Background: an optimization exercise with open tools, aiming at small area, a short achievable clock period and few clock cycles per item. Do not read the settings as production practice. RTL that was checked went through simulation tests only; none was proved equivalent to the original. For run 5, only the layout was checked, not whether the RTL still works.

File: flow/design.v
`default_nettype none
package polar_pkg;
    typedef logic [16*12-1:0] llr_vec_t;
    typedef logic [16-1:0] msg_t;
endpackage
`default_nettype wire
`default_nettype none
module pfx_carry #(parameter int W = 8)
(
    input  wire [W-1:0] x,
    input  wire [W-1:0] y,
    input  wire         cin,
    output logic        cout
);
    always_comb begin
        logic [W-1:0] g;
        logic [W-1:0] p;
        g = x & y;
        p = x | y;
        g[0] = g[0] | (p[0] & cin);
        for (int d = 1; d < W; d = d * 2) begin
            for (int i = W - 1; i >= d; i--) begin
                g[i] = g[i] | (p[i] & g[i-d]);
                p[i] = p[i] & p[i-d];
            end
        end
        cout = g[W-1];
    end
endmodule
module pfx_add #(parameter int W = 8)
(
    input  wire [W-1:0] x,
    input  wire [W-1:0] y,
    input  wire         cin,
    output logic [W-1:0] s
);
    always_comb begin
        logic [W-1:0] g;
        logic [W-1:0] p;
        logic [W-1:0] h;
        g = x & y;
        p = x ^ y;
        h = p;
        g[0] = g[0] | (p[0] & cin);
        for (int d = 1; d < W; d = d * 2) begin
            for (int i = W - 1; i >= d; i--) begin
                g[i] = g[i] | (p[i] & g[i-d]);
                p[i] = p[i] & p[i-d];
            end
        end
        s[0] = h[0] ^ cin;
        for (int i = 1; i < W; i++) begin
            s[i] = h[i] ^ g[i-1];
        end
    end
endmodule
module mag_gt #(parameter int W = 8)
(
    input  wire [W-1:0] a,
    input  wire [W-1:0] b,
    output logic        gt
);
    logic ge_b;      
    pfx_carry #(.W(W)) u_c (.x(b), .y(~a), .cin(1'b1), .cout(ge_b));
    assign gt = ~ge_b;
endmodule
module pe_f #(parameter int W = 12)
(
    input  wire [W:0]   a,
    input  wire [W:0]   b,
    output logic [W:0]  y
);
    logic a_lt;
    mag_gt #(.W(W)) u_gt (.a(b[W-1:0]), .b(a[W-1:0]), .gt(a_lt));
    assign y = {a[W] ^ b[W], a_lt ? a[W-1:0] : b[W-1:0]};
endmodule
module pe_g_pre #(parameter int W = 12, parameter bit FAST = 1)
(
    input  wire [W:0]   a,
    input  wire [W:0]   b,
    output logic [W:0]  sum,
    output logic [W:0]  dif,         
    output logic        b_ge,        
    output logic        eq           
);
    logic [W:0] d1;
    logic [W:0] below;       
    if (FAST) begin : g_fast
        pfx_add #(.W(W+1)) u_s  (.x({1'b0, b[W-1:0]}), .y({1'b0, a[W-1:0]}), .cin(1'b0), .s(sum));
        pfx_add #(.W(W+1)) u_d1 (.x({1'b0, b[W-1:0]}), .y(~{1'b0, a[W-1:0]}), .cin(1'b1), .s(d1));
    end else begin : g_slow
        assign sum = {1'b0, b[W-1:0]} + {1'b0, a[W-1:0]};
        assign d1  = {1'b0, b[W-1:0]} - {1'b0, a[W-1:0]};
    end
    always_comb begin
        below[0] = 1'b0;
        for (int j = 1; j <= W; j++) begin
            below[j] = below[j-1] | d1[j-1];
        end
    end
    assign b_ge = ~d1[W];
    assign dif  = d1 ^ ({(W+1){d1[W]}} & below);
    assign eq   = (a[W-1:0] == b[W-1:0]);
endmodule
module pe_g_sel #(parameter int W = 12)
(
    input  wire         sa,
    input  wire         sb,
    input  wire         nza,
    input  wire         nzb,
    input  wire [W:0]   sum,
    input  wire [W:0]   dif,
    input  wire         b_ge,
    input  wire         eq,
    input  wire         t,
    output logic [W+1:0] y,          
    output logic        nz
);
    logic sa_t;
    logic sub;
    assign sa_t = sa ^ t;
    assign sub  = sa_t ^ sb;
    assign y    = sub ? {(b_ge ? sb : sa_t), dif} : {sb, sum};
    assign nz   = sub ? !eq : (nza | nzb);
endmodule
module leaf_pair #(parameter int W = 14)
(
    input  wire [W:0]   l0,
    input  wire [W:0]   l1,
    input  wire         nz0,
    input  wire         nz1,
    input  wire         fr0,
    input  wire         fr1,
    output logic        u0,
    output logic        u1
);
    logic s0, s1;
    logic gt10, gt01;
    logic sum_neg;
    assign s0 = l0[W];
    assign s1 = l1[W];
    mag_gt #(.W(W)) u_a (.a(l1[W-1:0]), .b(l0[W-1:0]), .gt(gt10));
    mag_gt #(.W(W)) u_b (.a(l0[W-1:0]), .b(l1[W-1:0]), .gt(gt01));
    assign sum_neg = gt10 ? s1 : (gt01 ? s0 : (s0 & s1 & nz0));
    assign u0 = !fr0 && nz0 && nz1 && (s0 ^ s1);
    assign u1 = !fr1 && (u0 ? s1 : sum_neg);
endmodule
module sc_quarter #(parameter int W = 13)
(
    input  wire [4*(W+1)-1:0] y,
    input  wire [3:0]         nz,
    input  wire [3:0]         fr,
    output logic [3:0]        u,
    output logic [3:0]        ps
);
    logic [W:0]   y0, y1, y2, y3;
    logic [W:0]   l0, l1;
    logic [W:0]   sum0, dif0, sum1, dif1;
    logic         ge0, eq0, ge1, eq1;
    logic [3:0]   v0, v1;
    logic [1:0]   sel;
    assign y0 = y[0*(W+1) +: W+1];
    assign y1 = y[1*(W+1) +: W+1];
    assign y2 = y[2*(W+1) +: W+1];
    assign y3 = y[3*(W+1) +: W+1];
    assign l0 = {y0[W] ^ y2[W], ge0 ? y0[W-1:0] : y2[W-1:0]};
    assign l1 = {y1[W] ^ y3[W], ge1 ? y1[W-1:0] : y3[W-1:0]};
    leaf_pair #(.W(W)) u_la (.l0(l0), .l1(l1), .nz0(nz[0] & nz[2]), .nz1(nz[1] & nz[3]),
                             .fr0(fr[0]), .fr1(fr[1]), .u0(u[0]), .u1(u[1]));
    pe_g_pre #(.W(W)) u_g0 (.a(y0), .b(y2), .sum(sum0), .dif(dif0), .b_ge(ge0), .eq(eq0));
    pe_g_pre #(.W(W)) u_g1 (.a(y1), .b(y3), .sum(sum1), .dif(dif1), .b_ge(ge1), .eq(eq1));
    for (genvar j = 0; j < 4; j++) begin : g_spec
        logic [W+1:0] c0, c1;
        logic         nzc0, nzc1;
        pe_g_sel #(.W(W)) u_s0 (.sa(y0[W]), .sb(y2[W]), .nza(nz[0]), .nzb(nz[2]),
                                .sum(sum0), .dif(dif0), .b_ge(ge0), .eq(eq0), .t(j[0]),
                                .y(c0), .nz(nzc0));
        pe_g_sel #(.W(W)) u_s1 (.sa(y1[W]), .sb(y3[W]), .nza(nz[1]), .nzb(nz[3]),
                                .sum(sum1), .dif(dif1), .b_ge(ge1), .eq(eq1), .t(j[1]),
                                .y(c1), .nz(nzc1));
        leaf_pair #(.W(W+1)) u_lb (.l0(c0), .l1(c1), .nz0(nzc0), .nz1(nzc1),
                                   .fr0(fr[2]), .fr1(fr[3]), .u0(v0[j]), .u1(v1[j]));
    end
    assign sel  = {u[1], u[0] ^ u[1]};
    assign u[2] = v0[sel];
    assign u[3] = v1[sel];
    assign ps   = {u[3], u[2] ^ u[3], u[1] ^ u[3], u[0] ^ u[1] ^ u[2] ^ u[3]};
endmodule
module half_stage_a #(parameter int W = 13)
(
    input  wire  [8*(W+1)-1:0] x,
    input  wire  [3:0]         fr,
    output logic [3:0]         u,
    output logic [3:0]         ps,
    output logic [4*(W+2)-1:0] z,
    output logic [3:0]         nz
);
    logic [4*(W+1)-1:0] yl;
    logic [3:0]         nzl;
    sc_quarter #(.W(W)) u_ql (.y(yl), .nz(nzl), .fr(fr), .u(u), .ps(ps));
    for (genvar i = 0; i < 4; i++) begin : g_l
        logic [W:0]   a, b;
        logic [W:0]   sum, dif;
        logic         ge, eq, nza, nzb;
        logic [W+1:0] z0, z1;
        logic         nz0, nz1;
        assign a   = x[i*(W+1) +: W+1];
        assign b   = x[(i+4)*(W+1) +: W+1];
        assign nza = |a[W-1:0];
        assign nzb = |b[W-1:0];
        pe_f #(.W(W)) u_f (.a(a), .b(b), .y(yl[i*(W+1) +: W+1]));
        assign nzl[i] = nza & nzb;
        pe_g_pre #(.W(W), .FAST(0)) u_p (.a(a), .b(b), .sum(sum), .dif(dif), .b_ge(ge), .eq(eq));
        pe_g_sel #(.W(W)) u_s0 (.sa(a[W]), .sb(b[W]), .nza(nza), .nzb(nzb),
                                .sum(sum), .dif(dif), .b_ge(ge), .eq(eq),
                                .t(1'b0), .y(z0), .nz(nz0));
        pe_g_sel #(.W(W)) u_s1 (.sa(a[W]), .sb(b[W]), .nza(nza), .nzb(nzb),
                                .sum(sum), .dif(dif), .b_ge(ge), .eq(eq),
                                .t(1'b1), .y(z1), .nz(nz1));
        assign z[i*(W+2) +: W+2] = ps[i] ? z1 : z0;
        assign nz[i]             = ps[i] ? nz1 : nz0;
    end
endmodule
module half_stage_b #(parameter int W = 13)
(
    input  wire  [4*(W+2)-1:0] z,
    input  wire  [3:0]         nz,
    input  wire  [3:0]         fr,
    output logic [3:0]         u,
    output logic [3:0]         ps
);
    sc_quarter #(.W(W+1)) u_qr (.y(z), .nz(nz), .fr(fr), .u(u), .ps(ps));
endmodule
`default_nettype wire
`default_nettype none
module sc_controller
(
    input  wire                   clk,
    input  wire  [192-1:0]   rdata,
    input  wire                   llr_cycle,     
    input  wire  [4:0]            a_k,           
    input  wire                   a_right,       
    output logic                  b_right,       
    output polar_pkg::msg_t       message        
);
    localparam int XW = 14;                      
    logic [16*13-1:0]    ch_sm;                  
    logic [16*13-1:0]    ch_a;
    logic [16*13-1:0]    ch_b;
    logic [8*XW-1:0]     x_a;
    logic [8*XW-1:0]     x_d;
    logic [15:0]         frozen_a;
    logic [7:0]          fr_a;
    logic [3:0]          u_a;
    logic [3:0]          ps_a;
    logic [4*15-1:0]     z_a;
    logic [4*15-1:0]     z_b;
    logic [3:0]          nz_a;
    logic [3:0]          nz_b;
    logic [3:0]          psl_b;
    logic [3:0]          ul_b;
    logic [3:0]          fr_b;
    logic [4:0]          k_b;
    logic [3:0]          u_b;
    logic [3:0]          ps_b;
    logic [7:0]          left;
    logic [7:0]          u_half;
    logic [7:0]          u_lo1;
    logic [7:0]          u_lo2;
    logic [15:0]         u_all;
    localparam logic [63:0] RANK = {
        4'd15, 4'd14, 4'd13, 4'd10, 4'd12, 4'd9, 4'd8, 4'd4,
        4'd11, 4'd7,  4'd6,  4'd3,  4'd5,  4'd2, 4'd1, 4'd0
    };
    for (genvar i = 0; i < 16; i++) begin : g_frz
        assign frozen_a[i] = ({1'b0, RANK[4*i +: 4]} + {1'b0, a_k}) < 6'd16;
    end
    assign fr_a = a_right ? frozen_a[15:8] : frozen_a[7:0];
    for (genvar i = 0; i < 16; i++) begin : g_sm
        logic [11:0] c;
        logic [11:0] below;      
        assign c = rdata[12*i +: 12];
        always_comb begin
            below[0] = 1'b0;
            for (int j = 1; j < 12; j++) begin
                below[j] = below[j-1] | c[j-1];
            end
        end
        assign ch_sm[13*i +: 13] = {c[11], c ^ ({12{c[11]}} & below)};
    end
    for (genvar i = 0; i < 8; i++) begin : g_root
        logic [12:0] fa, fb, fv;
        logic [12:0] ga, gb;
        logic [12:0] sum, dif;
        logic        ge, eq;
        logic [13:0] gv;
        logic        gnz;
        assign fa = ch_sm[13*i +: 13];
        assign fb = ch_sm[13*(i+8) +: 13];
        pe_f #(.W(12)) u_f (.a(fa), .b(fb), .y(fv));
        assign ga = ch_b[13*i +: 13];
        assign gb = ch_b[13*(i+8) +: 13];
        pe_g_pre #(.W(12), .FAST(0)) u_p (.a(ga), .b(gb), .sum(sum), .dif(dif), .b_ge(ge), .eq(eq));
        pe_g_sel #(.W(12)) u_s (.sa(ga[12]), .sb(gb[12]), .nza(|ga[11:0]), .nzb(|gb[11:0]),
                                .sum(sum), .dif(dif), .b_ge(ge), .eq(eq), .t(left[i]),
                                .y(gv), .nz(gnz));
        assign x_d[XW*i +: XW] = llr_cycle ? {fv[12], 1'b0, fv[11:0]} : gv;
    end
    half_stage_a #(.W(13)) u_sa (
        .x    (x_a),
        .fr   (fr_a[3:0]),
        .u    (u_a),
        .ps   (ps_a),
        .z    (z_a),
        .nz   (nz_a)
    );
    half_stage_b #(.W(13)) u_sb (
        .z    (z_b),
        .nz   (nz_b),
        .fr   (fr_b),
        .u    (u_b),
        .ps   (ps_b)
    );
    assign left   = {ps_b, psl_b ^ ps_b};
    assign u_half = {u_b, ul_b};
    always_ff @(posedge clk) begin
        ch_a    <= ch_sm;
        ch_b    <= ch_a;
        x_a     <= x_d;
        z_b     <= z_a;
        nz_b    <= nz_a;
        psl_b   <= ps_a;
        ul_b    <= u_a;
        fr_b    <= fr_a[7:4];
        k_b     <= a_k;
        b_right <= a_right;
        u_lo1   <= u_half;
        u_lo2   <= u_lo1;
    end
    assign u_all = {u_half, u_lo2};
    always_comb begin
        case (k_b)
            5'd0: message = {1'b0, 1'b0, 1'b0, 1'b0, 1'b0, 1'b0, 1'b0, 1'b0, 1'b0, 1'b0, 1'b0, 1'b0, 1'b0, 1'b0, 1'b0, 1'b0};
            5'd1: message = {1'b0, 1'b0, 1'b0, 1'b0, 1'b0, 1'b0, 1'b0, 1'b0, 1'b0, 1'b0, 1'b0, 1'b0, 1'b0, 1'b0, 1'b0, u_all[15]};
            5'd2: message = {1'b0, 1'b0, 1'b0, 1'b0, 1'b0, 1'b0, 1'b0, 1'b0, 1'b0, 1'b0, 1'b0, 1'b0, 1'b0, 1'b0, u_all[15], u_all[14]};
            5'd3: message = {1'b0, 1'b0, 1'b0, 1'b0, 1'b0, 1'b0, 1'b0, 1'b0, 1'b0, 1'b0, 1'b0, 1'b0, 1'b0, u_all[15], u_all[14], u_all[13]};
            5'd4: message = {1'b0, 1'b0, 1'b0, 1'b0, 1'b0, 1'b0, 1'b0, 1'b0, 1'b0, 1'b0, 1'b0, 1'b0, u_all[15], u_all[14], u_all[13], u_all[11]};
            5'd5: message = {1'b0, 1'b0, 1'b0, 1'b0, 1'b0, 1'b0, 1'b0, 1'b0, 1'b0, 1'b0, 1'b0, u_all[15], u_all[14], u_all[13], u_all[11], u_all[7]};
            5'd6: message = {1'b0, 1'b0, 1'b0, 1'b0, 1'b0, 1'b0, 1'b0, 1'b0, 1'b0, 1'b0, u_all[15], u_all[14], u_all[13], u_all[12], u_all[11], u_all[7]};
            5'd7: message = {1'b0, 1'b0, 1'b0, 1'b0, 1'b0, 1'b0, 1'b0, 1'b0, 1'b0, u_all[15], u_all[14], u_all[13], u_all[12], u_all[11], u_all[10], u_all[7]};
            5'd8: message = {1'b0, 1'b0, 1'b0, 1'b0, 1'b0, 1'b0, 1'b0, 1'b0, u_all[15], u_all[14], u_all[13], u_all[12], u_all[11], u_all[10], u_all[9], u_all[7]};
            5'd9: message = {1'b0, 1'b0, 1'b0, 1'b0, 1'b0, 1'b0, 1'b0, u_all[15], u_all[14], u_all[13], u_all[12], u_all[11], u_all[10], u_all[9], u_all[7], u_all[6]};
            5'd10: message = {1'b0, 1'b0, 1'b0, 1'b0, 1'b0, 1'b0, u_all[15], u_all[14], u_all[13], u_all[12], u_all[11], u_all[10], u_all[9], u_all[7], u_all[6], u_all[5]};
            5'd11: message = {1'b0, 1'b0, 1'b0, 1'b0, 1'b0, u_all[15], u_all[14], u_all[13], u_all[12], u_all[11], u_all[10], u_all[9], u_all[7], u_all[6], u_all[5], u_all[3]};
            5'd12: message = {1'b0, 1'b0, 1'b0, 1'b0, u_all[15], u_all[14], u_all[13], u_all[12], u_all[11], u_all[10], u_all[9], u_all[8], u_all[7], u_all[6], u_all[5], u_all[3]};
            5'd13: message = {1'b0, 1'b0, 1'b0, u_all[15], u_all[14], u_all[13], u_all[12], u_all[11], u_all[10], u_all[9], u_all[8], u_all[7], u_all[6], u_all[5], u_all[4], u_all[3]};
            5'd14: message = {1'b0, 1'b0, u_all[15], u_all[14], u_all[13], u_all[12], u_all[11], u_all[10], u_all[9], u_all[8], u_all[7], u_all[6], u_all[5], u_all[4], u_all[3], u_all[2]};
            5'd15: message = {1'b0, u_all[15], u_all[14], u_all[13], u_all[12], u_all[11], u_all[10], u_all[9], u_all[8], u_all[7], u_all[6], u_all[5], u_all[4], u_all[3], u_all[2], u_all[1]};
            5'd16: message = {u_all[15], u_all[14], u_all[13], u_all[12], u_all[11], u_all[10], u_all[9], u_all[8], u_all[7], u_all[6], u_all[5], u_all[4], u_all[3], u_all[2], u_all[1], u_all[0]};
            default: message = '0;
        endcase
    end
endmodule
`default_nettype wire
`default_nettype none
module frame_sequencer
(
    input  wire                  clk,
    input  wire                  rst_n,
    input  wire                  module_en,
    input  wire  [192-1:0]  rdata,
    output logic [11-1:0]  raddr,
    output logic                 llr_cycle,
    output logic [4:0]           a_k,
    output logic                 a_right,
    input  wire                  b_right,
    input  wire  polar_pkg::msg_t message,
    output logic [6-1:0]  waddr,
    output polar_pkg::msg_t      wdata,
    output logic                 wen,
    output logic                 proc_done
);
    typedef enum logic [1:0] {
        IDLE,
        READ_COUNT,
        RUN
    } state_t;
    state_t                 state;
    logic [1:0]             slot;        
    logic [6:0]             frame;
    logic [8:0]             addr;
    logic [8:0]             addr_next;
    logic [1:0]             slot_next;
    logic [6:0]             frame_next;
    logic [7-1:0]  n_q;
    logic [7-1:0]  w_cnt;
    logic [4:0]             k_hdr0, k_hdr1;
    logic [4:0]             k_q0, k_q1;
    logic [4:0]             k_clip;
    logic                   a_odd;
    logic [7:0]             a_pkt;
    logic                   a_valid;
    logic                   a_last;
    logic                   b_valid;
    logic                   b_last;
    assign raddr     = {{(11-9){1'b0}}, addr};
    assign waddr     = w_cnt[6-1:0];
    assign llr_cycle = (state == RUN) && slot[1];
    assign k_clip    = (rdata[10 +: 8] >= 8'(16)) ? 5'd16 : rdata[10 +: 5];
    assign a_odd   = ~slot[0];
    assign a_right = (slot == 2'd1) || (slot == 2'd2);
    assign a_pkt   = (slot == 2'd3) ? {frame, 1'b0} : ({frame, 1'b0} - 8'd2 + {7'd0, a_odd});
    assign a_valid = (state == RUN) && ((slot == 2'd3) || (frame != '0)) && (a_pkt < {1'b0, n_q});
    assign a_last  = (a_pkt == {1'b0, n_q} - 8'd1);
    assign a_k     = a_odd ? k_q1 : k_q0;
    assign slot_next  = slot + 2'd1;
    assign frame_next = (slot == 2'd3) ? frame + 7'd1 : frame;
    always_comb begin
        case (slot_next)
            2'd0:    addr_next = {frame_next, 2'd1};
            2'd1:    addr_next = {frame_next, 2'd3};
            2'd2:    addr_next = {frame_next, 2'd2};
            default: addr_next = {frame_next, 2'd0} + 9'd4;
        endcase
    end
    always_ff @(posedge clk or negedge rst_n) begin
        if (!rst_n) begin
            state     <= IDLE;
            slot      <= '0;
            frame     <= '0;
            addr      <= '0;
            n_q       <= '0;
            w_cnt     <= '0;
            b_valid   <= 1'b0;
            b_last    <= 1'b0;
            wen       <= 1'b0;
            proc_done <= 1'b0;
        end else begin
            b_valid   <= a_valid && a_right;
            b_last    <= a_last;
            wen       <= 1'b0;
            proc_done <= 1'b0;
            if (wen) begin
                w_cnt <= w_cnt + 1'b1;
            end
            case (state)
                IDLE: begin
                    if (module_en) begin
                        state <= READ_COUNT;
                        w_cnt <= '0;
                    end
                end
                READ_COUNT: begin
                    n_q <= rdata[7-1:0];
                    if (rdata[7-1:0] == '0) begin
                        state     <= IDLE;
                        proc_done <= 1'b1;
                    end else begin
                        state <= RUN;
                        slot  <= 2'd0;
                        frame <= '0;
                        addr  <= 9'd1;
                    end
                end
                RUN: begin
                    slot  <= slot_next;
                    frame <= frame_next;
                    addr  <= addr_next;
                    if (b_valid) begin
                        wen <= 1'b1;
                        if (b_last) begin
                            state     <= IDLE;
                            addr      <= '0;
                            proc_done <= 1'b1;
                        end
                    end
                end
                default: state <= IDLE;
            endcase
        end
    end
    always_ff @(posedge clk) begin
        if (state == RUN) begin
            case (slot)
                2'd0:    k_hdr0 <= k_clip;
                2'd1:    k_hdr1 <= k_clip;
                2'd2:    k_q0   <= k_hdr0;
                default: k_q1   <= k_hdr1;
            endcase
        end
        wdata <= message;
    end
endmodule
`default_nettype wire
`default_nettype none
module polar_decoder
(
    input  wire                  clk,
    input  wire                  rst_n,
    input  wire                  module_en,
    input  wire  [192-1:0]  rdata,
    output logic [11-1:0]  raddr,
    output logic [6-1:0]  waddr,
    output logic [16-1:0]  wdata,
    output logic                 wen,
    output logic                 proc_done
);
    polar_pkg::msg_t  message;
    logic [4:0]       a_k;
    logic             llr_cycle;
    logic             a_right;
    logic             b_right;
    frame_sequencer u_seq (
        .clk       (clk),
        .rst_n     (rst_n),
        .module_en (module_en),
        .rdata     (rdata),
        .raddr     (raddr),
        .llr_cycle (llr_cycle),
        .a_k       (a_k),
        .a_right   (a_right),
        .b_right   (b_right),
        .message   (message),
        .waddr     (waddr),
        .wdata     (wdata),
        .wen       (wen),
        .proc_done (proc_done)
    );
    sc_controller u_ctrl (
        .clk       (clk),
        .rdata     (rdata),
        .llr_cycle (llr_cycle),
        .a_k       (a_k),
        .a_right   (a_right),
        .b_right   (b_right),
        .message   (message)
    );
endmodule
`default_nettype wire
File: flow/run.sh
#!/bin/bash
# synth_recipe.tcl (not shown) runs the flow's synth.tcl, then flattens the netlist and writes it again
# the make line also repeats each setting of config.mk as NAME=value (left out here)
make -C /OpenROAD-flow-scripts/flow DESIGN_CONFIG=/design/flow/config.mk WORK_HOME=/design/flow/orfs CLKGATE_MAP_FILE= SYNTH_SCRIPT=/design/flow/synth_recipe.tcl finish
File: flow/config.mk
export PLATFORM = sky130hd
export DESIGN_NAME = polar_decoder
export DESIGN_NICKNAME = polar_decoder
export VERILOG_FILES = /design/flow/design.v
export SDC_FILE = /design/flow/constraint.sdc
export NUM_CORES = 4
export LEC_CHECK = 0
export ABC_AREA = 1
export CAP_MARGIN = 20
export CORE_MARGIN = 2
export CORE_UTILIZATION = 50
export PLACE_DENSITY = 0.7
export SETUP_SLACK_MARGIN = 4.0
export SLEW_MARGIN = 20
export TNS_END_PERCENT = 100
File: flow/constraint.sdc
create_clock -name core_clock -period 10.0 [get_ports {clk}]
set_input_delay 2.0000 -clock core_clock [delete_from_list [all_inputs] [get_ports {clk}]]
set_output_delay 2.0000 -clock core_clock [all_outputs]
set_load 0.01 [all_outputs]
==> results.txt, run 1 <==
Syn. warnings: 12
CP most frequent cell: nand2_1
fin crit share: 0.587
hold crit path type: reg2reg
vias in the first global route: 51952
layout cells sized above 1: 0.0965
critical path class: reg2reg
Util after Layout: 0.588
antenna viol nets, final: 0
Synth top area share: 0.223
Tot GR Track Use: 0.303
Non-Filler Instances: 10541
FP Rows: 124
worst slew pin tran: 1.30 ns
global-route wire length before repair: 283 mm
Root Driver: clkbuf_16
Final Cell Area: 0.0671 sq mm
Post-Route WL: 186 mm
fin crit period: 5.87 ns
die width: 343 microns
Pre-antenna DRT Iters: 6
initial core utilization: 0.503
DR vias/cell: 5.35
Clock Path Buffers: 3
CTS clock-pin slew for the worst setup and hold paths: 0.06 ns
cts hold-fix bufs: 0
cells after synthesis: 8711
Max-cap violations: 0
num ports: 230
Post-synth EDFFs: 20
Final #Nets: 9675
Worst Path Max Fanout: 14
Critical Path RT: 10.56 ns
hold wc startpoint: u_ctrl.ch_a[148]$_DFF_P_
asr flop ratio synth: 0.0531
# setup viols final: 0
top cells by instance count after synthesis: nand2_1 (2177), inv_1 (1290), nor2_1 (668)
crit start category: flip-flop
Synth Flop Type: dfxtp_1
outcome: finished clean
Slowest cell on crit path: fa_2
post-synthesis cell type count: 72
Hold EP: u_ctrl.ch_b[148]$_DFF_P_
worst r2r src: u_ctrl.x_a[2]$_DFF_P_
Reg2Reg Depth: 39
Mapped Area: 0.0574 sq mm
hold depth: 0
Post-Synthesis Mean Instance Area: 6.59 sq um
Routed wire per std cell: 17.7 microns
max incr delay on CP: 0.42 ns
H-tree depth: 3
area grow syn2layout: 16.9%
Max Freq: 0.170 GHz
Seq cells post-synth: 697
fin. max-slew vios: 0
CTS tree: built
Max Clock Skew: 0.0465 ns
placed cell areas: 0.0607 sq mm
routability cong.: 0.996
DP Worst Slack: 2.11 ns
clock latency on the worst-skew pair: 0.67 ns
CTS buffer count: 77
final hold vios: 0
initial drt markers: 4385
final HPWL from detailed placement: 150 mm
Clock Sinks: 697
initial antenna violation count: 13
grt ovf: 0
top post-synthesis cells by area: dfxtp_1 (22%), nand2_1 (14%), ha_1 (11%)
area of the die: 0.118 sq mm
largest net degree at the start of global routing: 60
Final TNS setup: 0 ns
core footprint: 0.114 sq mm
DR DRC count: 0
unrepaired setup endpoints after global routing: false
PnR worst setup slack: 4.13 ns
DR vias: 56382
worst rel slew slack: 0.126
most area-hungry cell type in the Yosys netlist: dfxtp_1
critical path arrival: 6.43 ns
placed insts: 10248
CP endpoint kind: flip-flop
die height: 343 microns
register area share after synthesis: 0.250
flop2flop setup slack: 4.13 ns
I/O Buffers: 227
FF-to-FF End: u_ctrl.z_b[46]$_DFF_P_
count leader, synth: nand2_1
[cells by family (layout without fill, tap and decap cells)]
logic type,Yosys count,after routing,synth area share
multiplexers,1,1,0.000174
AND/OR/NAND/NOR,3862,3883,0.285
AO/OA/AOI/OAI,1446,1446,0.145
adder cells (fa/ha/maj),524,524,0.118
buffers and inverters,1548,1835,0.105
XOR/XNOR,632,632,0.0966
other,1,11,0.0000653
flip-flops,697,697,0.250
[what timing repair did]
item,in CTS,in global routing
endpoints found under the setup margin,184,168
resized for setup,172,507
gates cloned,8,15
buffers inserted,35,83
pin swaps,23,121
endpoints found under the hold margin,0,0
[placed cells by master (no fill, tap or decap), types with 37 or more instances in the layout]
cell type	n
a21oi_1	409
buf_4	121
clkbuf_16	81
clkdlybuf4s50_1	226
dfrtp_1	37
dfxtp_1	557
dfxtp_2	48
ha_1	459
inv_1	1254
inv_2	48
nand2_1	2081
nand2_2	99
nand3_1	613
nand3_2	40
nand4_1	67
nor2_1	632
nor3_1	85
o211ai_1	57
o21ai_0	490
o21ai_1	73
o21bai_1	109
o22ai_1	53
o31ai_1	46
xnor2_1	180
xor2_1	440
[area by class of cell]
cell class,count,area (sq um)
well taps,1512,1890
repair inverters,2,12.5
flip-flops and latches,697,14500
multi-input cells,6488,39200
diodes,9,22.5
fillers,10785,47000
clock inverters,37,587
inverters,1320,5010
clock buffers,105,2230
repair buffers,371,3600
[stage by stage]
step           hold slack (ns)
5_1_grt                  0.319
3_5_place_dp             0.312
4_1_cts                  0.313
3_3_place_gp             0.310
6_report                 0.315
2_1_floorplan            0.310
[worst max path at each step]
stage                                start                     end  slack, ns  depth (start not counted)
floorplan           u_ctrl.x_a[57]$_DFF_P_  u_ctrl.z_b[34]$_DFF_P_       4.50                         41
global placement    u_ctrl.x_a[99]$_DFF_P_  u_ctrl.z_b[11]$_DFF_P_       2.20                         34
detailed placement  u_ctrl.x_a[99]$_DFF_P_   u_ctrl.z_b[5]$_DFF_P_       2.11                         37
CTS                 u_ctrl.x_a[85]$_DFF_P_  u_ctrl.z_b[37]$_DFF_P_       4.00                         38
global route        u_ctrl.x_a[71]$_DFF_P_  u_ctrl.z_b[42]$_DFF_P_       3.88                         43
finish               u_ctrl.x_a[2]$_DFF_P_  u_ctrl.z_b[46]$_DFF_P_       4.13                         39
[worst max-delay path: cells and delay by family, from the launching register on]
| family | cells | cell delay (ns) |
|---|---|---|
| simple gates | 20 | 2.02 |
| compound gates | 10 | 1.82 |
| fa+ha+maj | 3 | 0.84 |
| buf+inv | 5 | 0.50 |
| flops | 1 | 0.36 |
| xor+xnor | 1 | 0.19 |
[per-layer routing]
layer / global-route usage / share of wire / wire (microns) / up-vias
met1: 0.392 / 0.44 / 81100 / 25836
li1: - / - / - / 28456
met5: 0 / 0.00042 / 78 / -
met4: 0.122 / 0.046 / 8640 / 10
met2: 0.508 / 0.46 / 85200 / 1742
met3: 0.0406 / 0.061 / 11400 / 338
[flip-flops by register name (all words and copies together) (netlist names), 2 cells and up]
signal and count:
u_ctrl.ch_a 208, u_ctrl.ch_b 208, u_ctrl.fr_b 4, u_ctrl.k_b 5, u_ctrl.nz_b 4, u_ctrl.psl_b 4, u_ctrl.u_lo1 8, u_ctrl.u_lo2 8
u_ctrl.ul_b 3, u_ctrl.x_a 112, u_ctrl.z_b 60, u_seq.addr 9, u_seq.frame 7, u_seq.k_hdr0 5, u_seq.k_hdr1 5, u_seq.k_q0 5
u_seq.k_q1 5, u_seq.n_q 7, u_seq.slot 2, u_seq.state 2, u_seq.w_cnt 6, u_seq.wdata 16
Testbench counts, summed over its fixed seeds: cycles 2,238, packets 760.
==> inputs of run 2 (changes only) <==
--- a/flow/config.mk
+++ b/flow/config.mk
@@ -8,8 +8,8 @@
 export ABC_AREA = 1
-export CAP_MARGIN = 20
+export CAP_MARGIN = 10
 export CORE_MARGIN = 2
-export CORE_UTILIZATION = 50
-export PLACE_DENSITY = 0.7
+export CORE_UTILIZATION = 55
+export PLACE_DENSITY = 0.8
 export SETUP_SLACK_MARGIN = 4.0
-export SLEW_MARGIN = 20
+export SLEW_MARGIN = 10
 export TNS_END_PERCENT = 100
==> results.txt, run 2 <==
grt ovf: 0 (unchanged)
H-tree depth: 3 (unchanged)
register area share after synthesis: 0.250 (unchanged)
max incr delay on CP: 0.42 ns (about the same)
antenna viol nets, final: 0 (unchanged)
critical path class: reg2reg
Final TNS setup: 0 ns (unchanged)
Final #Nets: 9692 (+0.18%)
CTS tree: built
Synth top area share: 0.223 (unchanged)
critical path arrival: 6.45 ns (+0.02 ns)
most frequent cells in the layout: nand2_1 (2095), inv_1 (1254), nor2_1 (630)
Clock Path Buffers: 3 (unchanged)
CP endpoint kind: flip-flop
die width: 327 microns (-4.6%)
DR vias: 57021 (+1.1%)
asr flop ratio synth: 0.0531 (unchanged)
cells after synthesis: 8711 (unchanged)
top cells by instance count after synthesis: nand2_1 (2177), inv_1 (1290), nor2_1 (668)
clock latency on the worst-skew pair: 0.67 ns (about the same)
routability cong.: 1.03 (+3.1%)
Routed wire per std cell: 17.2 microns (-2.5%)
most area-hungry cell type in the Yosys netlist: dfxtp_1
layout cells sized above 1: 0.0967 (+0.000293)
I/O Buffers: 227 (unchanged)
Slowest cell on crit path: dfxtp_2
Worst Path Max Fanout: 7 (-7)
fin crit share: 0.590 (+0.00308)
Buf/Inv on CP: 9 (+4)
Max-cap violations: 0 (unchanged)
unrepaired setup endpoints after global routing: false
post-synthesis cell type count: 72 (unchanged)
fin crit period: 5.90 ns (+0.0308 ns)
fin. max-slew vios: 0 (unchanged)
Synth Flop Type: dfxtp_1
Syn. warnings: 12 (unchanged)
largest net degree at the start of global routing: 60 (unchanged)
worst slew pin tran: 1.20 ns (-0.0991 ns)
initial drt markers: 4921 (+12%)
final hold vios: 0 (unchanged)
Post-Route WL: 180 mm (-3.6%)
fillcell total: 9059 (-16%)
worst rel slew slack: 0.193 (+0.0668)
Pre-antenna DRT Iters: 7 (+1)
Critical Path RT: 10.55 ns (about the same)
Mapped Area: 0.0574 sq mm (unchanged)
final HPWL from detailed placement: 140 mm (-6.4%)
area grow syn2layout: 16.3%
global-route wire length before repair: 274 mm (-3.2%)
placed insts: 10113 (-1.3%)
Tot GR Track Use: 0.317 (+0.0141)
DR DRC count: 0 (unchanged)
CP top delay family: simple AND/OR/NAND/NOR gates
# setup viols final: 0 (unchanged)
most common cell after layout, fill and taps aside: nand2_1
die height: 327 microns (-4.6%)
CTS clock-pin slew for the worst setup and hold paths: 0.06 ns (about the same)
Max Clock Skew: 0.0308 ns (-0.0157 ns)
Non-Filler Instances: 10419 (-1.2%)
Final Cell Area: 0.0667 sq mm (-0.49%)
top post-synthesis cells by area: dfxtp_1 (22%), nand2_1 (14%), ha_1 (11%)
Clock Sinks: 697 (unchanged)
CTS buffer count: 74 (-3.9%)
CP most frequent cell: nand2_1
initial antenna violation count: 11 (-2)
hold crit path type: reg2reg
Post-synth EDFFs: 20 (unchanged)
vias in the first global route: 51900 (-0.10%)
Post-Synthesis Mean Instance Area: 6.59 sq um (unchanged)
count leader, synth: nand2_1
FP Rows: 118 (-4.8%)
core footprint: 0.103 sq mm (-9.2%)
DR vias/cell: 5.47 (+2.3%)
initial core utilization: 0.554 (+0.0512)
outcome: finished clean
num ports: 230 (unchanged)
area of the die: 0.107 sq mm (-9.0%)
biggest regs: u_ctrl.ch_a (208), u_ctrl.ch_b (208), u_ctrl.x_a (112)
Max Freq: 0.170 GHz (-0.52%)
Seq cells post-synth: 697 (unchanged)
crit start category: flip-flop
Root Driver: clkbuf_16
placed cell areas: 0.0605 sq mm (-0.31%)
-- run 2: final cells by class --
cell class	instances	area, sq um	share of cell area
inverters	1320	5030	0.0753
diodes	5	12.5	0.000187
repair inverters	2	18.8	0.000281
flip-flops and latches	697	14500	0.218
clock buffers	103	2170	0.0325
well taps	1380	1730	0.0259
clock inverters	33	404	0.00606
repair buffers	388	3700	0.0554
multi-input cells	6491	39100	0.587
-- run 2: per-layer routing --
layer	share of wire	vias to the layer above	global-route usage
met2	0.45	2113	0.519
met1	0.41	26002	0.403
met5	0.00042	-	0
met3	0.080	438	0.0561
met4	0.055	12	0.156
li1	-	28456	-
-- run 2: per-stage QoR --
step	util	setup slack [ns]	hold WS (ns)
global route	0.645	3.81	0.320
finish	0.645	4.10	0.302
detailed placement	0.585	2.27	0.312
global placement	0.585	2.43	0.310
CTS	0.620	3.94	0.307
floorplan	-	4.50	0.310
-- run 2: final timing paths --
check | start | to | slack [ns] | cells after the start
worst max register to register | u_ctrl.x_a[85]$_DFF_P_ | u_ctrl.z_b[18]$_DFF_P_ | 4.10 | 44
worst min-delay path | u_ctrl.ch_a[78]$_DFF_P_ | u_ctrl.ch_b[78]$_DFF_P_ | 0.30 | 0
max in group asynchronous | rst_n | u_seq.addr[1]$_DFFE_PN0P_ | 8.01 | 1
worst min register to register | u_ctrl.ch_a[78]$_DFF_P_ | u_ctrl.ch_b[78]$_DFF_P_ | 0.30 | 0
worst max-delay path | u_ctrl.x_a[85]$_DFF_P_ | u_ctrl.z_b[18]$_DFF_P_ | 4.10 | 44
min in group asynchronous | rst_n | u_seq.n_q[3]$_DFFE_PN0P_ | 1.45 | 1
-- run 2: cell families (layout without fill, tap and decap cells) --
family | Yosys count | after routing | share of synthesized area
mux | 1 | 1 | 0.000174
other cells | 1 | 7 | 0.0000653
buf+inv | 1548 | 1846 | 0.105
fa+ha+maj | 524 | 524 | 0.118
flops | 697 | 697 | 0.250
compound gates | 1446 | 1446 | 0.145
simple gates | 3862 | 3886 | 0.285
xor+xnor | 632 | 632 | 0.0966
-- run 2: what timing repair did --
item / 4_1_cts / 5_1_grt
gates cloned: 13 / 15
pin swaps: 38 / 123
hold buffers: 0 / 0
buffers inserted: 41 / 95
setup endpoints to repair: 182 / 168
gates resized for setup: 213 / 466
==> inputs of run 3 (changes only) <==
--- a/flow/config.mk
+++ b/flow/config.mk
@@ -11,3 +11,3 @@
 export CORE_UTILIZATION = 55
-export PLACE_DENSITY = 0.8
+export PLACE_DENSITY = 0.75
 export SETUP_SLACK_MARGIN = 4.0
==> results.txt, run 3 <==
outcome: finished clean
most area-hungry cell type in the Yosys netlist: dfxtp_1
CP top delay family: simple AND/OR/NAND/NOR gates
Hold EP: u_ctrl.ch_b[148]$_DFF_P_
Final TNS setup: 0 ns (unchanged)
GR Util met1: 0.410 (+0.00717)
Tot GR Track Use: 0.323 (+0.00595)
worst slew pin tran: 1.34 ns (+0.146 ns)
hold crit path type: reg2reg
# setup viols final: 0 (unchanged)
mux contribution to synthesized area: 0.000174 (unchanged)
biggest regs: u_ctrl.ch_a (208), u_ctrl.ch_b (208), u_ctrl.x_a (112)
cts hold-fix bufs: 0 (unchanged)
count leader, synth: nand2_1
CP most frequent cell: nand2_1
FP Rows: 118 (unchanged)
Worst Path Max Fanout: 8 (+1)
placed insts: 10113 (unchanged)
top post-synthesis cells by area: dfxtp_1 (22%), nand2_1 (14%), ha_1 (11%)
largest net degree at the start of global routing: 54 (-10%)
Mapped Area: 0.0574 sq mm (unchanged)
simple-gate share of the synthesized area: 0.285 (unchanged)
max incr delay on CP: 0.40 ns (-0.02 ns)
Critical Path RT: 10.55 ns (about the same)
critical path arrival: 6.38 ns (-0.07 ns)
final HPWL from detailed placement: 144 mm (+2.8%)
Pre-antenna DRT Iters: 11 (+4)
area of the die: 0.107 sq mm (unchanged)
worst rel slew slack: 0.0946 (-0.0982)
Slowest cell on crit path: dfxtp_2
Root Driver: clkbuf_16
fin. max-slew vios: 0 (unchanged)
Non-Filler Instances: 10401 (-0.17%)
final hold vios: 0 (unchanged)
H-tree depth: 3 (unchanged)
post-synthesis compound-gate area fraction: 0.145 (unchanged)
PnR worst setup slack: 4.16 ns (+0.0618 ns)
Max Clock Skew: 0.0284 ns (-0.00236 ns)
hold depth: 0 (unchanged)
CTS buffer count: 77 (+4.1%)
fin crit share: 0.584 (-0.00618)
flop2flop setup slack: 4.16 ns (+0.06 ns)
crit start category: flip-flop
Clock Sinks: 697 (unchanged)
fin crit period: 5.84 ns (-0.0618 ns)
post-synthesis cell type count: 72 (unchanged)
Max-cap violations: 0 (unchanged)
GR Util met2: 0.538 (+0.0184)
die width: 327 microns (unchanged)
Max Freq: 0.171 GHz (+1.1%)
initial antenna violation count: 10 (-1)
DR vias/cell: 5.46 (-0.28%)
global-route wire length before repair: 278 mm (+1.5%)
Clock Path Buffers: 3 (unchanged)
xor-xnor portion of the synthesized cell area: 0.0966 (unchanged)
clock latency on the worst-skew pair: 0.67 ns (about the same)
layout cells sized above 1: 0.0963 (-0.000483)
Post-synth EDFFs: 20 (unchanged)
routability cong.: 1.03 (+0.42%)
Buf/Inv on CP: 8 (-1)
Synth top area share: 0.223 (unchanged)
num ports: 230 (unchanged)
most common cell after layout, fill and taps aside: nand2_1
antenna viol nets, final: 0 (unchanged)
DR DRC count: 0 (unchanged)
Synth Flop Type: dfxtp_1
DR vias: 56763 (-0.45%)
top cells by instance count after synthesis: nand2_1 (2177), inv_1 (1290), nor2_1 (668)
met3 usage in global routing: 0.0478 (-0.00836)
Final #Nets: 9674 (-0.19%)
grt ovf: 0 (unchanged)
Post-Route WL: 182 mm (+1.3%)
register area share after synthesis: 0.250 (unchanged)
unrepaired setup endpoints after global routing: false
area grow syn2layout: 16.0%
core footprint: 0.103 sq mm (unchanged)
most frequent cells in the layout: nand2_1 (2088), inv_1 (1259), nor2_1 (630)
I/O Buffers: 227 (unchanged)
Post-Synth Adder-Cell Area: 0.118 (unchanged)
initial core utilization: 0.554 (unchanged)
CP endpoint kind: flip-flop
CTS clock-pin slew for the worst setup and hold paths: 0.07 ns (about the same)
Seq cells post-synth: 697 (unchanged)
largest family of logic cells by synthesized area: simple AND/OR/NAND/NOR gates
GR peak layer: met2
worst r2r src: u_ctrl.x_a[9]$_DFF_P_
FF-to-FF End: u_ctrl.nz_b[2]$_DFF_P_
Reg2Reg Depth: 41 (-6.8%)
CTS tree: built
DP Worst Slack: 2.20 ns (-0.0710 ns)
Routed wire per std cell: 17.5 microns (+1.5%)
die height: 327 microns (unchanged)
critical path class: reg2reg
vias in the first global route: 52649 (+1.4%)
initial drt markers: 4702 (-4.5%)
Syn. warnings: 12 (unchanged)
hold wc startpoint: u_ctrl.ch_a[148]$_DFF_P_
cells after synthesis: 8711 (unchanged)
asr flop ratio synth: 0.0531 (unchanged)
Post-Synthesis Mean Instance Area: 6.59 sq um (unchanged)
[run 3: kinds of logic (layout without fill, tap and decap cells)]
logic type      after synthesis  after routing
simple gates               3862           3886
buf+inv                    1548           1829
compound gates             1446           1446
flops                       697            697
xor+xnor                    632            632
fa+ha+maj                   524            524
other cells                   1              6
mux                           1              1
[run 3: repair_timing]
action                     in CTS  in global routing
resized for setup             153                510
cloned                         10                 16
pin swaps                      20                114
setup endpoints to repair     186                174
setup buffers                  26                 92
[run 3: through the flow]
step	cell area [sq um]	utilization	hold slack, ns
final	66600	0.643	0.319
after CTS	63900	0.618	0.319
after floorplan	57400	-	0.310
after global routing	66600	0.643	0.320
after global placement	60500	0.585	0.310
after detailed placement	60500	0.585	0.312
[run 3: cell type report]
type | instances | area [sq um]
multi-input combinational | 6491 | 39100
fill | 9384 | 36900
sequential | 697 | 14500
inverter | 1320 | 5000
timing repair buffer | 367 | 3510
clock buffer | 98 | 2130
tap | 1380 | 1730
clock inverter | 42 | 576
timing repair inverter | 2 | 12.5
antenna | 4 | 10.0
[run 3: worst max path at each step]
stage | startpoint | endpoint | slack (ns) | cells after the start
detailed placement | u_ctrl.x_a[99]$_DFF_P_ | u_ctrl.z_b[5]$_DFF_P_ | 2.20 | 36
CTS | u_ctrl.z_b[22]$_DFF_P_ | u_ctrl.x_a[23]$_DFF_P_ | 4.00 | 34
global placement | u_ctrl.z_b[17]$_DFF_P_ | u_ctrl.x_a[26]$_SDFF_PP0_ | 2.25 | 32
finish | u_ctrl.x_a[9]$_DFF_P_ | u_ctrl.nz_b[2]$_DFF_P_ | 4.16 | 41
floorplan | u_ctrl.x_a[57]$_DFF_P_ | u_ctrl.z_b[34]$_DFF_P_ | 4.50 | 41
global route | u_ctrl.x_a[11]$_DFF_P_ | u_ctrl.z_b[11]$_DFF_P_ | 3.87 | 44
[run 3: layer usage]
metal  routed length [microns]  part of all wire
met2                     82800              0.45
met3                     12800             0.070
met5                        63           0.00035
met1                     76900              0.42
met4                      9450             0.052
==> inputs of run 4 (changes only) <==
--- a/flow/config.mk
+++ b/flow/config.mk
@@ -12,3 +12,3 @@
 export PLACE_DENSITY = 0.75
-export SETUP_SLACK_MARGIN = 4.0
+export SETUP_SLACK_MARGIN = 4.25
 export SLEW_MARGIN = 10
==> results.txt, run 4 <==
Pre-antenna DRT Iters: 6 (-5)
critical path arrival: 6.38 ns (about the same)
CTS buffer count: 77 (unchanged)
unrepaired setup endpoints after global routing: true
vias in the first global route: 53087 (+0.83%)
Reg2Reg Depth: 42 (+2.4%)
initial antenna violation count: 12 (+2)
Seq cells post-synth: 697 (unchanged)
CP endpoint kind: flip-flop
H-tree depth: 3 (unchanged)
CP top delay family: simple AND/OR/NAND/NOR gates
CTS clock-pin slew for the worst setup and hold paths: 0.07 ns (about the same)
fin. max-slew vios: 0 (unchanged)
FP Rows: 118 (unchanged)
Max-cap violations: 0 (unchanged)
count leader, synth: nand2_1
DR DRC count: 0 (unchanged)
# setup viols final: 0 (unchanged)
Hold EP: u_ctrl.ch_b[42]$_DFF_P_
Clock Path Buffers: 3 (unchanged)
final HPWL from detailed placement: 144 mm (unchanged)
antenna viol nets, final: 0 (unchanged)
die width: 327 microns (unchanged)
Clock Sinks: 697 (unchanged)
DP Worst Slack: 2.20 ns (unchanged)
worst slew pin tran: 1.19 ns (-0.157 ns)
Final TNS setup: 0 ns (unchanged)
Max Freq: 0.172 GHz (+0.29%)
critical path class: reg2reg
area grow syn2layout: 19.5%
Util after Layout: 0.663 (+0.0195)
initial drt markers: 5035 (+7.1%)
global-route wire length before repair: 280 mm (+0.82%)
worst rel slew slack: 0.200 (+0.106)
asr flop ratio synth: 0.0531 (unchanged)
largest net degree at the start of global routing: 54 (unchanged)
most area-hungry cell type in the Yosys netlist: dfxtp_1
outcome: finished clean
CP most frequent cell: nand2_2
die height: 327 microns (unchanged)
Buf/Inv on CP: 9 (+1)
FF-to-FF End: u_ctrl.nz_b[2]$_DFF_P_
Post-Route WL: 186 mm (+2.2%)
routability cong.: 1.03 (unchanged)
fin crit share: 0.582 (-0.00167)
final hold vios: 0 (unchanged)
num ports: 230 (unchanged)
flop2flop setup slack: 4.18 ns (+0.02 ns)
Final #Nets: 9748 (+0.76%)
fin crit period: 5.82 ns (-0.0167 ns)
initial core utilization: 0.554 (unchanged)
worst r2r src: u_ctrl.x_a[40]$_SDFF_PP0_
top post-synthesis cells by area: dfxtp_1 (22%), nand2_1 (14%), ha_1 (11%)
Max Clock Skew: 0.0290 ns (+0.000579 ns)
DR vias: 57622 (+1.5%)
CTS tree: built
PnR worst setup slack: 4.18 ns (+0.0167 ns)
Crit path depth: 42 (+2.4%)
fillcell total: 9051 (-3.5%)
grt ovf: 0 (unchanged)
most frequent cells in the layout: nand2_1 (2032), inv_1 (1227), nor2_1 (613)
most common cell after layout, fill and taps aside: nand2_1
register area share after synthesis: 0.250 (unchanged)
top cells by instance count after synthesis: nand2_1 (2177), inv_1 (1290), nor2_1 (668)
post-synthesis cell type count: 72 (unchanged)
Root Driver: clkbuf_16
max incr delay on CP: 0.41 ns (about the same)
area of the die: 0.107 sq mm (unchanged)
hold crit path type: reg2reg
Min Hold Slack: 0.318 ns (-0.00174 ns)
layout cells sized above 1: 0.129 (+0.0332)
core footprint: 0.103 sq mm (unchanged)
Mapped Area: 0.0574 sq mm (unchanged)
hold depth: 0 (unchanged)
hold wc startpoint: u_ctrl.ch_a[42]$_DFF_P_
Syn. warnings: 12 (unchanged)
cells after synthesis: 8711 (unchanged)
DR vias/cell: 5.50 (+0.82%)
Post-synth EDFFs: 20 (unchanged)
clock latency on the worst-skew pair: 0.68 ns (about the same)
Worst Path Max Fanout: 8 (unchanged)
Synth top area share: 0.223 (unchanged)
biggest regs: u_ctrl.ch_a (208), u_ctrl.ch_b (208), u_ctrl.x_a (112)
Synth Flop Type: dfxtp_1
Critical Path RT: 10.56 ns (about the same)
Post-Synthesis Mean Instance Area: 6.59 sq um (unchanged)
crit start category: flip-flop
Slowest cell on crit path: fa_2
Tot GR Track Use: 0.326 (+0.00264)
Routed wire per std cell: 17.8 microns (+1.5%)
I/O Buffers: 227 (unchanged)
==> run 4: cell count changes in the layout (fill, tap and decap cells not counted), moves of 20 or more <==
cell,change
ha_1,-26
nand3_2,+32
nand3_1,-39
nand2_2,+48
nand2_1,-56
buf_4,+55
inv_1,-32
ha_4,+20
inv_2,+22
==> run 4: metal layers <==
metal / up-vias / GRT usage / part of all wire
met3: 459 / 0.0503 / 0.072
li1: 28595 / - / -
met1: 26493 / 0.411 / 0.42
met4: 18 / 0.157 / 0.056
met5: - / 0 / 0.00055
met2: 2057 / 0.544 / 0.45
==> run 4: final cells by class <==
type                            count  area (sq um)  area share
Multi-Input combinational cell   6497         40400       0.589
Antenna cell                        2          5.00   0.0000730
Timing Repair inverter              6          46.3    0.000675
Clock buffer                       98          2130      0.0310
Sequential cell                   697         14600       0.212
Clock inverter                     42           576     0.00839
Tap cell                         1380          1730      0.0252
Inverter                         1320          5050      0.0736
Timing Repair Buffer              431          4090      0.0596
==> run 4: per-stage QoR <==
stage,cell area [sq um],std cells
2_1_floorplan,57400,8712
3_3_place_gp,60500,10113
3_5_place_dp,60500,10113
4_1_cts,64700,10332
5_1_grt,68600,10472
6_report,68600,10473
==> run 4: worst reg2reg max path: cells and delay by family (launching register included) <==
kind | cells | cell delay [ns]
AOI/OAI and AO/OA | 10 | 1.63
buffers and inverters | 9 | 0.81
DFF | 1 | 0.37
adders and majority gates | 3 | 0.78
xor gates and xnor gates | 1 | 0.20
and+or+nand+nor | 19 | 1.91
==> run 4: cell families (layout without fill, tap and decap cells) <==
family          after synthesis  in the layout  share of synthesized area
buf+inv                    1548           1897                      0.105
simple gates               3862           3892                      0.285
xor+xnor                    632            632                     0.0966
flops                       697            697                      0.250
other cells                   1              4                  0.0000653
compound gates             1446           1446                      0.145
mux                           1              1                   0.000174
fa+ha+maj                   524            524                      0.118
==> run 4: repair_timing <==
item,4_1_cts,5_1_grt
pin swaps,45,179
resized for setup,293,730
cloned,17,20
hold buffers,0,0
endpoints found under the setup margin,187,180
buffers inserted,62,119
==> run 4: worst max-delay path by stage <==
stage | startpoint | endpoint | slack (ns)
finish | u_ctrl.x_a[40]$_SDFF_PP0_ | u_ctrl.nz_b[2]$_DFF_P_ | 4.18
global route | u_ctrl.x_a[80]$_DFF_P_ | u_ctrl.nz_b[2]$_DFF_P_ | 3.92
CTS | u_ctrl.z_b[29]$_DFF_P_ | u_ctrl.x_a[23]$_DFF_P_ | 4.20
detailed placement | u_ctrl.x_a[99]$_DFF_P_ | u_ctrl.z_b[5]$_DFF_P_ | 2.20
global placement | u_ctrl.z_b[17]$_DFF_P_ | u_ctrl.x_a[26]$_SDFF_PP0_ | 2.25
floorplan | u_ctrl.x_a[57]$_DFF_P_ | u_ctrl.z_b[34]$_DFF_P_ | 4.50
==> inputs of run 5 (changes only) <==
--- a/flow/design.v
+++ b/flow/design.v
@@ -95,5 +95,7 @@
     always_comb begin
-        below[0] = 1'b0;
-        for (int j = 1; j <= W; j++) begin
-            below[j] = below[j-1] | d1[j-1];
+        below = {d1[W-1:0], 1'b0};
+        for (int d = 1; d <= W; d = d * 2) begin
+            for (int j = W; j >= d; j--) begin
+                below[j] = below[j] | below[j-d];
+            end
         end
@@ -283,5 +285,7 @@
         always_comb begin
-            below[0] = 1'b0;
-            for (int j = 1; j < 12; j++) begin
-                below[j] = below[j-1] | c[j-1];
+            below = {c[10:0], 1'b0};
+            for (int d = 1; d < 12; d = d * 2) begin
+                for (int j = 11; j >= d; j--) begin
+                    below[j] = below[j] | below[j-d];
+                end
             end
--- a/flow/config.mk
+++ b/flow/config.mk
@@ -8,3 +8,3 @@
 export ABC_AREA = 1
-export CAP_MARGIN = 10
+export CAP_MARGIN = 20
 export CORE_MARGIN = 2
@@ -12,4 +12,4 @@
 export PLACE_DENSITY = 0.75
-export SETUP_SLACK_MARGIN = 4.25
-export SLEW_MARGIN = 10
+export SETUP_SLACK_MARGIN = 4.0
+export SLEW_MARGIN = 20
 export TNS_END_PERCENT = 100
==> results.txt, run 5 <==
clock latency on the worst-skew pair: 0.68 ns (about the same)
fin. max-slew vios: 0 (unchanged)
critical path arrival: 6.41 ns (+0.03 ns)
CP most frequent cell: nand2_1
Seq cells post-synth: 697 (unchanged)
CTS clock-pin slew for the worst setup and hold paths: 0.07 ns (about the same)
Max Freq: 0.171 GHz (-0.64%)
Max-cap violations: 0 (unchanged)
Mapped Area: 0.0585 sq mm (+1.9%)
most common cell after layout, fill and taps aside: nand2_1
FP Rows: 119 (+0.85%)
final hold vios: 0 (unchanged)
max incr delay on CP: 0.47 ns (+0.06 ns)
fin crit share: 0.586 (+0.00377)
post-synthesis cell type count: 73 (+1.4%)
Non-Filler Instances: 10630 (+1.5%)
worst r2r src: u_ctrl.x_a[59]$_DFF_P_
top cells by instance count after synthesis: nand2_1 (2223), inv_1 (1336), nor2_1 (688)
Final #Nets: 9894 (+1.5%)
FF/Latch Area: 0.0145 sq mm (-0.55%)
Critical Path RT: 10.55 ns (about the same)
antenna viol nets, final: 0 (unchanged)
Pre-antenna DRT Iters: 19 (+13)
critical path class: reg2reg
num ports: 230 (unchanged)
hold wc startpoint: u_ctrl.ch_a[76]$_DFF_P_
initial antenna violation count: 7 (-5)
initial core utilization: 0.555 (about the same)
CTS buffer count: 76 (-1.3%)
hold depth: 0 (unchanged)
DR vias: 58505 (+1.5%)
fin crit period: 5.86 ns (+0.0377 ns)
initial drt markers: 4855 (-3.6%)
global-route wire length before repair: 286 mm (+2.1%)
unrepaired setup endpoints after global routing: true
Post-Route WL: 187 mm (+0.34%)
fillcell total: 9676 (+6.9%)
layout cells sized above 1: 0.0856 (-0.0438)
vias in the first global route: 53125 (+0.072%)
Synth top area share: 0.219 (-0.00418)
Worst Path Max Fanout: 7 (-1)
Tot GR Track Use: 0.329 (+0.00307)
area of the multi-input gates: 0.0402 sq mm (-0.61%)
Final TNS setup: 0 ns (unchanged)
die height: 330 microns (+0.94%)
area grow syn2layout: 15.7%
CP endpoint kind: flip-flop
cells after synthesis: 8958 (+2.8%)
DR vias/cell: 5.50 (about the same)
Syn. warnings: 12 (unchanged)
Max Clock Skew: 0.0284 ns (-0.000604 ns)
most area-hungry cell type in the Yosys netlist: dfxtp_1
H-tree depth: 3 (unchanged)
Synth Flop Type: dfxtp_1
core footprint: 0.105 sq mm (+1.9%)
grt ovf: 0 (unchanged)
largest net degree at the start of global routing: 141 (+160%)
top post-synthesis cells by area: dfxtp_1 (22%), nand2_1 (14%), ha_1 (11%)
routability cong.: 1.00 (-2.7%)
# setup viols final: 0 (unchanged)
die width: 330 microns (+0.94%)
Clock Sinks: 697 (unchanged)
final HPWL from detailed placement: 150 mm (+3.6%)
register area share after synthesis: 0.245 (-0.00468)
Root Driver: clkbuf_16
Reg2Reg Depth: 38 (-9.5%)
area of the die: 0.109 sq mm (+1.9%)
Clock Path Buffers: 3 (unchanged)
Routed wire per std cell: 17.6 microns (-1.1%)
crit start category: flip-flop
Post-Synthesis Mean Instance Area: 6.53 sq um (-0.90%)
DR DRC count: 0 (unchanged)
Hold EP: u_ctrl.ch_b[76]$_DFF_P_
asr flop ratio synth: 0.0531 (unchanged)
FF-to-FF End: u_ctrl.z_b[58]$_DFF_P_
biggest regs: u_ctrl.ch_a (208), u_ctrl.ch_b (208), u_ctrl.x_a (112)
flop2flop setup slack: 4.14 ns (-0.04 ns)
Post-synth EDFFs: 20 (unchanged)
I/O Buffers: 227 (unchanged)
worst slew pin tran: 1.01 ns (-0.178 ns)
outcome: finished clean
most frequent cells in the layout: nand2_1 (2161), inv_1 (1303), nor2_1 (655), nand3_1 (655), dfxtp_1 (578)
hold crit path type: reg2reg
placed insts: 10357 (+2.4%)
CTS tree: built
Slowest cell on crit path: dfxtp_2
worst rel slew slack: 0.321 (+0.121)
count leader, synth: nand2_1
==> run 5: final cells by class <==
type | count | share of cell area
multi-input cells | 6671 | 0.593
clock inverters | 50 | 0.00904
repair buffers | 341 | 0.0486
diodes | 3 | 0.000111
inverters | 1379 | 0.0778
clock buffers | 92 | 0.0306
well taps | 1391 | 0.0257
repair inverters | 6 | 0.000666
flip-flops and latches | 697 | 0.214
==> run 5: worst max-delay path: cells and delay by family (launching register included) <==
family / cells / cell delay, ns
DFF: 1 / 0.47
AOI/OAI and AO/OA: 9 / 1.61
buffers and inverters: 6 / 0.78
xor gates and xnor gates: 1 / 0.25
and+or+nand+nor: 20 / 2.04
adders and majority gates: 2 / 0.57
==> run 5: routing by layer <==
layer	wire, microns	track usage	share of wire
met4	7330	0.121	0.039
met2	82600	0.531	0.44
met3	13100	0.0393	0.070
met1	83600	0.451	0.45
met5	75	0	0.00040
==> run 5: worst max-delay path by stage <==
stage,from,to,slack (ns)
after global placement,u_ctrl.x_a[57]$_DFF_P_,u_ctrl.z_b[31]$_DFF_P_,2.08
after detailed placement,u_ctrl.x_a[57]$_DFF_P_,u_ctrl.z_b[31]$_DFF_P_,2.11
after floorplan,u_ctrl.x_a[29]$_DFF_P_,u_ctrl.z_b[13]$_DFF_P_,4.81
after global routing,u_ctrl.x_a[31]$_DFF_P_,u_ctrl.z_b[1]$_DFF_P_,3.81
final,u_ctrl.x_a[59]$_DFF_P_,u_ctrl.z_b[58]$_DFF_P_,4.14
after CTS,u_ctrl.x_a[85]$_DFF_P_,u_ctrl.z_b[31]$_DFF_P_,3.99
==> run 5: what timing repair did <==
action,in CTS,in global routing
hold buffers,0,0
setup endpoints to repair,165,162
pin swaps,17,80
gates resized for setup,282,371
setup buffers,34,66
cloned,18,9
==> run 5: per-stage QoR <==
step / cell area, sq um / util / setup WS, ns / hold slack, ns
2_1_floorplan: 58500 / - / 4.81 / 0.310
3_3_place_gp: 61500 / 0.584 / 2.08 / 0.310
3_5_place_dp: 61500 / 0.584 / 2.11 / 0.312
4_1_cts: 65600 / 0.622 / 3.99 / 0.297
5_1_grt: 67700 / 0.642 / 3.81 / 0.297
6_report: 67700 / 0.642 / 4.14 / 0.301
==> run 5: cell families after synthesis <==
| group | Yosys count | share of synthesized area |
|---|---|---|
| AOI/OAI and AO/OA | 1481 | 0.145 |
| and+or+nand+nor | 4006 | 0.291 |
| xor gates and xnor gates | 630 | 0.0946 |
| DFF | 697 | 0.245 |
| adders and majority gates | 527 | 0.117 |
| other | 1 | 0.0000641 |
| buffers and inverters | 1612 | 0.107 |
| muxes | 4 | 0.000685 |

[what the ideal ports hide]
The flow's constraints put no driver on any port. The routed layouts listed below were extracted and timed again, unchanged, in two steps. Step 1, drivers: a clkbuf_16 drives clk and a buf_2 each remaining input, both assumed. Step 2 also shifts input and output timing later by t, the mid clock arrival at the registers, as if the neighbouring blocks saw the same clock. Three values: ideal ports, drivers, drivers and shift; two values: the first two.
run | t (ns) | setup WS [ns] | worst hold slack (ns) | clock arrival spread, ns | cell pins on the clock port's net
run 1 | 0.730 | 4.131 / 4.131 / 3.747 | 0.315 / 0.315 / 0.315 | 0.050 / 0.049 | 1
run 2 | 0.729 | 4.101 / 4.101 / 3.671 | 0.302 / 0.302 / 0.302 | 0.032 / 0.032 | 1
run 3 | 0.739 | 4.162 / 4.162 / 3.762 | 0.319 / 0.319 / 0.319 | 0.032 / 0.032 | 1
run 4 | 0.744 | 4.179 / 4.179 / 3.938 | 0.318 / 0.318 / 0.318 | 0.037 / 0.037 | 1
run 5 | 0.736 | 4.141 / 4.141 / 3.887 | 0.301 / 0.301 / 0.301 | 0.033 / 0.033 | 1
After both steps setup and hold are still met in every run listed. For run 2, which loses most, drivers alone change the setup slack by 0.000 ns; drivers and shift together by -0.430 ns.
